This design comes from an exercise in tuning for small area, a short achievable clock period and few clock cycles per item on the open sky130 flow, not from production work.
Only the layout flow was run in this run; the RTL was not checked for function there.
Power is estimated from default activity; no workload was simulated.

<file path="config.mk">
export PLATFORM = sky130hd
export DESIGN_NAME = rle_top
export DESIGN_NICKNAME = rle_top
export VERILOG_FILES = /design/flow/design.v
export SDC_FILE = /design/flow/constraint.sdc
export NUM_CORES = 4
export LEC_CHECK = 0
export ABC_CLOCK_PERIOD_IN_PS = 1800
export CAP_MARGIN = 20
export CORE_MARGIN = 2
export CORE_UTILIZATION = 40
export SETUP_SLACK_MARGIN = 3.0
export SLEW_MARGIN = 20
</file>
<file path="constraint.sdc">
create_clock -name core_clock -period 5.0 [get_ports {clk}]
set_input_delay 1.0000 -clock core_clock [delete_from_list [all_inputs] [get_ports {clk}]]
set_output_delay 1.0000 -clock core_clock [all_outputs]
set_load 0.01 [all_outputs]
</file>
<file path="design.v">
package block_pkg;
    localparam int blk_dim  = 8;
    localparam int blk_size = blk_dim * blk_dim;
    typedef logic [5:0] coef_idx_t;
    localparam coef_idx_t first_ac_idx = coef_idx_t'(1);
    localparam coef_idx_t last_ac_idx  = coef_idx_t'(blk_size - 1);
endpackage
package coef_pkg;
    localparam int run_width = 4;
    typedef logic [run_width-1:0] run_t;
    localparam run_t max_run = run_t'(15);
endpackage
`timescale 1ns/100ps
import block_pkg::*;
module coef_buffer
#(
    parameter int coef_width = 12
) (
    input  logic                                clk,
    input  logic                                load,
    input  logic [blk_size-1:0][coef_width-1:0] block_in,
    input  logic [blk_size-1:1]                 sel,
    output logic [blk_size-1:1]                 sig_in,
    output logic [coef_width-1:0]               coef_out,
    output logic [coef_width-1:0]               dc_data
);
    logic [blk_size-1:1][coef_width-1:0] block_q;
    always_ff @(posedge clk) begin
        if (load) begin
            block_q <= block_in[blk_size-1:1];
            dc_data <= block_in[0];
        end
    end
    always_comb begin
        for (int i = 1; i < blk_size; i++) begin
            sig_in[i] = (block_in[i] != '0);
        end
    end
    always_comb begin
        coef_out = '0;
        for (int i = 1; i < blk_size; i++) begin
            coef_out = coef_out | (block_q[i] & {coef_width{sel[i]}});
        end
    end
endmodule
`timescale 1ns/100ps
import block_pkg::*;
module eob_locator
(
    input  logic [blk_size-1:1] map,
    output logic [blk_size-1:1] first,
    output logic                any,
    output logic                multi
);
    logic [blk_size-1:0] m;
    logic [blk_size-1:0] below;
    logic [7:0]          g_any;
    logic [7:0]          g_below;
    assign m = {map, 1'b0};
    always_comb begin
        for (int g = 0; g < 8; g++) begin
            g_any[g] = |m[g*8 +: 8];
        end
        g_below[0] = 1'b0;
        for (int g = 1; g < 8; g++) begin
            g_below[g] = g_below[g-1] | g_any[g-1];
        end
        for (int g = 0; g < 8; g++) begin
            below[g*8] = g_below[g];
            for (int j = 1; j < 8; j++) begin
                below[g*8+j] = below[g*8+j-1] | m[g*8+j-1];
            end
        end
    end
    assign first = map & ~below[blk_size-1:1];
    assign any   = |g_any;
    assign multi = |(map & below[blk_size-1:1]);
endmodule
`timescale 1ns/100ps
import block_pkg::*;
import coef_pkg::*;
module run_scanner
#(
    parameter int coef_width = 12
) (
    input  logic                            clk,
    input  logic                            rst,
    input  logic                            start,
    input  logic                            stall,
    input  logic [blk_size-1:1]             sig_in,
    input  logic [coef_width-1:0]           coef_in,
    output logic [blk_size-1:1]             sel,
    output logic                            load,
    output logic                            dc_valid,
    output logic                            ac_valid,
    output logic [coef_width+run_width-1:0] ac_data,
    output logic                            last,
    output logic                            busy
);
    logic [blk_size-1:1] map_q;      
    block_pkg::coef_idx_t s_q;       
    logic       open_q;              
    logic       oval_q;              
    logic       busy_q;
    logic [blk_size-1:1] first;
    logic [blk_size-1:1] near;       
    logic [blk_size-1:1] zpos;       
    logic       any, multi, in_any;
    logic       zrl, eob;
    logic       can_load, push, fin, accept;
    logic       open_n, oval_n, fz_n;
    block_pkg::coef_idx_t f_idx;
    block_pkg::coef_idx_t s_n;
    coef_pkg::run_t run;
    eob_locator u_first (
        .map   (map_q),
        .first (first),
        .any   (any),
        .multi (multi)
    );
    assign sel    = first;
    assign load   = ~busy_q;
    assign busy   = busy_q;
    assign accept = start & ~busy_q;
    assign in_any = |sig_in;
    always_comb begin
        for (int i = 1; i < blk_size; i++) begin
            if (i <= 16) begin
                near[i] = 1'b1;
                zpos[i] = (i == 16) && (s_q == '0);
            end else begin
                near[i] = (s_q >= 6'(i - 16));
                zpos[i] = (s_q == 6'(i - 16));
            end
        end
        f_idx = '0;
        for (int i = 1; i < blk_size; i++) begin
            f_idx = f_idx | ({6{first[i]}} & 6'(i));
        end
    end
    assign zrl = ~|(map_q & near);
    assign eob = ~any;
    assign run = coef_pkg::run_t'(f_idx[3:0] + ~s_q[3:0]);
    assign s_n = zrl ? block_pkg::coef_idx_t'(s_q + 6'd16) : f_idx;
    assign can_load = ~oval_q | ac_valid;
    assign push     = can_load & open_q;
    assign fin      = push & (eob | (first[blk_size-1] & ~zrl));
    assign open_n = accept | (open_q & ~fin);
    assign oval_n = (oval_q & ~ac_valid) | push;
    assign fz_n   = ~busy_q ? ~in_any : (push ? (~zrl & ~multi) : eob);
    always_ff @(posedge clk) begin
        if (~busy_q) begin
            map_q <= sig_in;
            s_q   <= '0;
        end else if (push) begin
            map_q <= map_q & ~(first & near);
            s_q   <= s_n;
        end
    end
    always_ff @(posedge clk) begin
        if (push) begin
            ac_data <= {(eob ? 4'd0 : (zrl ? max_run : run)),
                        (coef_in & {coef_width{~zrl}})};
            last    <= eob | (first[blk_size-1] & ~zrl);
        end
    end
    always_ff @(posedge clk or posedge rst) begin
        if (rst) begin
            open_q   <= 1'b0;
            oval_q   <= 1'b0;
            ac_valid <= 1'b0;
            busy_q   <= 1'b0;
            dc_valid <= 1'b0;
        end else begin
            open_q   <= open_n;
            oval_q   <= oval_n;
            ac_valid <= oval_n & ~stall;
            busy_q   <= open_n & ~(fz_n & (~oval_n | ~stall));
            dc_valid <= accept;
        end
    end
endmodule
`timescale 1ns/100ps
import block_pkg::*;
import coef_pkg::*;
module rle_top
#(
    parameter int coef_width = 12
) (
    input  logic                                clk,
    input  logic                                rst,
    input  logic                                start,
    input  logic                                stall,
    input  logic [blk_size*coef_width-1:0]      block_in,
    output logic                                dc_valid,
    output logic [coef_width-1:0]               dc_data,
    output logic                                ac_valid,
    output logic [coef_width+run_width-1:0]     ac_data,
    output logic                                last,
    output logic                                busy
);
    logic [blk_size-1:1]    sig_in;
    logic [blk_size-1:1]    sel;
    logic                   load;
    logic [coef_width-1:0]  coef_val;
    coef_buffer #(
        .coef_width (coef_width)
    ) u_coef_buffer (
        .clk        (clk),
        .load       (load),
        .block_in   (block_in),
        .sel        (sel),
        .sig_in     (sig_in),
        .coef_out   (coef_val),
        .dc_data    (dc_data)
    );
    run_scanner #(
        .coef_width (coef_width)
    ) u_run_scanner (
        .clk        (clk),
        .rst        (rst),
        .start      (start),
        .stall      (stall),
        .sig_in     (sig_in),
        .coef_in    (coef_val),
        .sel        (sel),
        .load       (load),
        .dc_valid   (dc_valid),
        .ac_valid   (ac_valid),
        .ac_data    (ac_data),
        .last       (last),
        .busy       (busy)
    );
endmodule
</file>
<file path="flow/run.sh">
#!/bin/bash
# Standard layout, with the smallest buffer on every input and output port
# instead of the delay buffer buffer_ports picks on its own.
set -euo pipefail
export BUFFER_PORTS_ARGS="-buffer_cell sky130_fd_sc_hd__buf_1"
bash standard.sh > standard_flow.log 2>&1
</file>
<file path="standard.sh">
#!/bin/bash
# synth_recipe.tcl (not shown) runs the flow's synth.tcl, then flattens the netlist and writes it again
# the make line also repeats each setting of config.mk as NAME=value (left out here)
make -C /OpenROAD-flow-scripts/flow DESIGN_CONFIG=/design/flow/config.mk WORK_HOME=/design/flow/orfs CLKGATE_MAP_FILE= SYNTH_SCRIPT=/design/flow/synth_recipe.tcl "${@:-finish}"
</file>
==> results by group <==
Run status
  – Status: complete, no violations

Clock network
  – CTS Buf Count: 92
  – CTS tree: built
  – Hold_buf cts: 0
  – Clock Latency Late Sink: 0.71 ns
  – CTS Buffer Depth: 3
  – Clock Sinks: 859
  – Root Driver: clkbuf_16
  – Reg clk slew, reported paths: 0.07 ns
  – CTS H-tree depth: 3

STA
  – Slew headroom: 0.153
  – Final Max Slew Viols: 0
  – Final hold violations: 0
  – Measured slew at the worst slew-check pin: between 1 and 1.5 ns
  – Final setup TNS: 0 ns
  – Clock skew: 0.0542 ns
  – Setup Viol. Count Final: 0
  – Final min period: 4.07 ns
  – Fmax: 246 MHz
  – RSZ-0062 raised after global routing: true
  – Crit share post-route: 0.814

Run
  – Max-cap viol count: 0

Power
  – Max VDD drop: between 0.0002 and 0.0003 V
  – Power density over cell area: 407 nW/um^2
  – Lkg Pwr: 0.0157 uW

Die
  – Die height: 306 um
  – Area of the core: 90300 um^2
  – FP Rows: 110
  – Die width: 306 um
  – Die ar.: between 90000 and 100000 um^2
  – Initial Util: 0.405
  – IO Count: 804

Setup path
  – Critical Path AT: 4.46 ns
  – Most used cell, CP: or4_4
  – CP delay by family, top: simple AND/OR/NAND/NOR gates
  – Worst setup EP type: flop
  – CP required: 5.39 ns
  – Crit path buf inv count: 1
  – CP Cell Sequence: nor4_4 -> buf_6 -> and2_4 -> and4_4 -> and3_4 -> or4_4 -> or4_4 -> or4_4 -> ha_4 -> a21o_1 -> a21oi_2 -> xor2_1 -> o211a_1 -> nor3_1
  – Worst path slowest cell: or4_4
  – CP max stage delay: between 0.5 and 0.6 ns
  – CP Class: flop to flop
  – Crit-path max FO: 5
  – Nature of the critical path startpoint: flop

Cells and area
  – Area delta synth->final: 31.9%
  – Nets@finish: 4470
  – Sequential cell area: 25700 um^2
  – Layout fillers: 7883
  – Non-Filler Instances: 4950
  – Final Util: 0.534
  – Finished layout cell area: 48200 um^2
  – Multi-input logic area: 11600 um^2
  – Layout cells sized above 1: 0.199

Global routing
  – Largest net degree at the start of global routing: 149
  – Global-route total usage across every layer: 0.393
  – Grt total ovfl: 0
  – Initial antenna violation count: 21
  – First-pass GRT wire length: 252 mm
  – Number of global-route vias before repair: 30300

Synth
  – Post-synth EDFFs: 848
  – Seq/Total Area, Yosys: 0.703
  – Ys Warns: 3
  – Ys flop type: edfxtp_1
  – Mapped Nets: 3409
  – Unique cell type count in the Yosys netlist: 92
  – Mapped Avg Cell Area: approximately 14 um^2
  – Fraction of registers with async set/reset: 0.00582
  – Dominant cell type by area after synthesis: edfxtp_1
  – Post-synthesis register bit count: about 860
  – Cells after synthesis: 2628
  – Synth top area share: 0.696
  – Synth top cells by count: 848 x edfxtp_1, 249 x nor4_1, 175 x a22oi_1
  – Mapped Area: 36600 um^2
  – Most common cell in the netlist: edfxtp_1
  – Synth area leaders: edfxtp_1 70%, nor4_1 4.3%, a22oi_1 3.6%

Placed design
  – Total placed instance area: 42000 um^2
  – Quantity of I/O buffers inserted on ports: 803
  – Inst Count DP: 4600
  – Dpl hpwl: around 150 mm
  – GP Congestion: 1.05

Detailed routing
  – DR iter-0 viols: 5579
  – First-pass detailed-route iteration total: 6
  – Drt total wl: 190 mm
  – WL per Instance: about 38 um
  – Vias per std cell: approximately 6.6
  – Antenna Nets Post-Route: 0
  – # DRC: 0
  – Via Count: 32500

Min path
  – Hold Crit Class: input port to asynchronous set/reset pin
==> worst register-to-register path, stage by stage, from the launching register on <==
cell and delay [ns]:
edfxtp_1 0.52, nor4_4 0.09, buf_6 0.15, and2_4 0.16
and4_4 0.22, and3_4 0.19, or4_4 0.53, or4_4 0.51
or4_4 0.48, ha_4 0.19, a21o_1 0.18, a21oi_2 0.14
xor2_1 0.19, o211a_1 0.18, nor3_1 0.05
==> cell usage in the layout (no fill, tap or decap), types with 14 or more instances in the layout <==
cell type,count
nand3_1,92
clkbuf_2,18
bufinv_16,15
a222oi_1,30
a22o_1,43
nand2_1,147
nor4_2,18
buf_6,45
o21ai_2,17
edfxtp_1,848
nor3_1,36
inv_1,34
clkbuf_16,95
a22oi_1,165
or4_4,18
nor2_1,105
clkinv_2,14
a21oi_1,75
a32oi_1,18
buf_12,14
and3_1,27
clkbuf_1,18
nor4_1,223
a31oi_1,17
nand4_1,54
buf_4,243
buf_1,779
nor4_4,16
o21ai_0,42
a221oi_1,46
==> cell families (layout without fill, tap and decap cells) <==
kind of cell,count (synthesis),after routing,synth area share
compound gates,648,648,0.132
xor+xnor,2,2,0.000479
fa+ha+maj,11,11,0.00383
buf+inv,200,1335,0.0230
flops,859,859,0.703
mux,1,1,0.000308
other cells,0,11,0
simple gates,907,907,0.138
==> metal layers <==
layer / GRT usage / vias to the layer above / part of all wire
met5: 0 / - / 0.00050
met4: 0.182 / 16 / 0.053
met3: 0.0979 / 443 / 0.12
met2: 0.577 / 2598 / 0.43
met1: 0.551 / 16300 / 0.39
li1: - / 13100 / -
==> registers in the layout, summed over array words and instances (netlist names) <==
register and flops:
u_coef_buffer.block_q 756, u_run_scanner.map_q 63, u_run_scanner.ac_data 16, u_coef_buffer.dc_data 12, u_run_scanner.s_q 6, u_run_scanner.ac_valid 1, u_run_scanner.busy_q 1, u_run_scanner.dc_valid 1
u_run_scanner.last 1, u_run_scanner.open_q 1, u_run_scanner.oval_q 1
==> cell type report <==
type                       count  share of cell area
timing repair buffer        1126               0.126
clock buffer                 113              0.0502
antenna                       11            0.000571
tap                         1176              0.0305
sequential                   859               0.534
inverter                      40             0.00371
timing repair inverter         1            0.000337
clock inverter                55              0.0152
multi-input combinational   1569               0.240
==> repair_timing <==
action,CTS,global route
endpoints found under the hold margin,0,0
buffers inserted,122,42
resized for setup,245,144
pin swaps,67,67
cloned,4,2
setup endpoints to repair,818,299
==> power breakdown <==
part           total (uW)  internal [uW]  switching [uW]
sequential           9050           8620             428
combinational        3300           1080            2220
clock                7260           4250            3020
total               19600          14000            5660
==> metrics by stage <==
stage	hold WS [ns]	worst slack, ns	total power (uW)
2_1_floorplan	0.483	1.15	10300
3_3_place_gp	0.506	0.357	11800
3_5_place_dp	0.514	0.380	11800
4_1_cts	0.186	1.01	19300
5_1_grt	0.211	0.877	20000
6_report	0.209	0.930	19600
==> worst paths after layout <==
kind | start | endpoint | slack, ns | cells after the start
worst min register to register | u_run_scanner.open_q | u_run_scanner.oval_q | 0.54 | 1
max in group asynchronous | rst | u_run_scanner.busy_q | 4.59 | 2
min in group core_clock | block_in[5] | u_coef_buffer.dc_data[5] | 0.47 | 1
worst max-delay path | u_run_scanner.map_q[31] | u_run_scanner.ac_data[15] | 0.93 | 14
worst min-delay path | rst | u_run_scanner.busy_q | 0.21 | 2
worst max register to register | u_run_scanner.map_q[31] | u_run_scanner.ac_data[15] | 0.93 | 14

-- re-timing with driven ports --
No port has a modelled driver above. Below, the same layout with a new extraction and two added sets of constraints. Step 1 (the two cells are an assumption about what drives the block):
set clk [get_ports {clk}]
set_driving_cell -lib_cell sky130_fd_sc_hd__clkbuf_16 $clk
set_driving_cell -lib_cell sky130_fd_sc_hd__buf_2 [delete_from_list [all_inputs] $clk]
Step 2 also shifts input and output timing later by t, the mid clock arrival at the registers, as if the neighbouring blocks saw the same clock. a / b / c = ideal ports / drivers / drivers and shift; a / b = the first two.
t, ns: 0.752
setup WS [ns]: 0.930 / 0.930 / 0.679
hold slack, ns: 0.209 / 0.161 / 0.535
pins driven straight from the clock port: 1
After both steps this run still meets setup and hold. For this run, drivers alone change the setup slack by 0.000 ns; drivers and shift together by -0.251 ns.
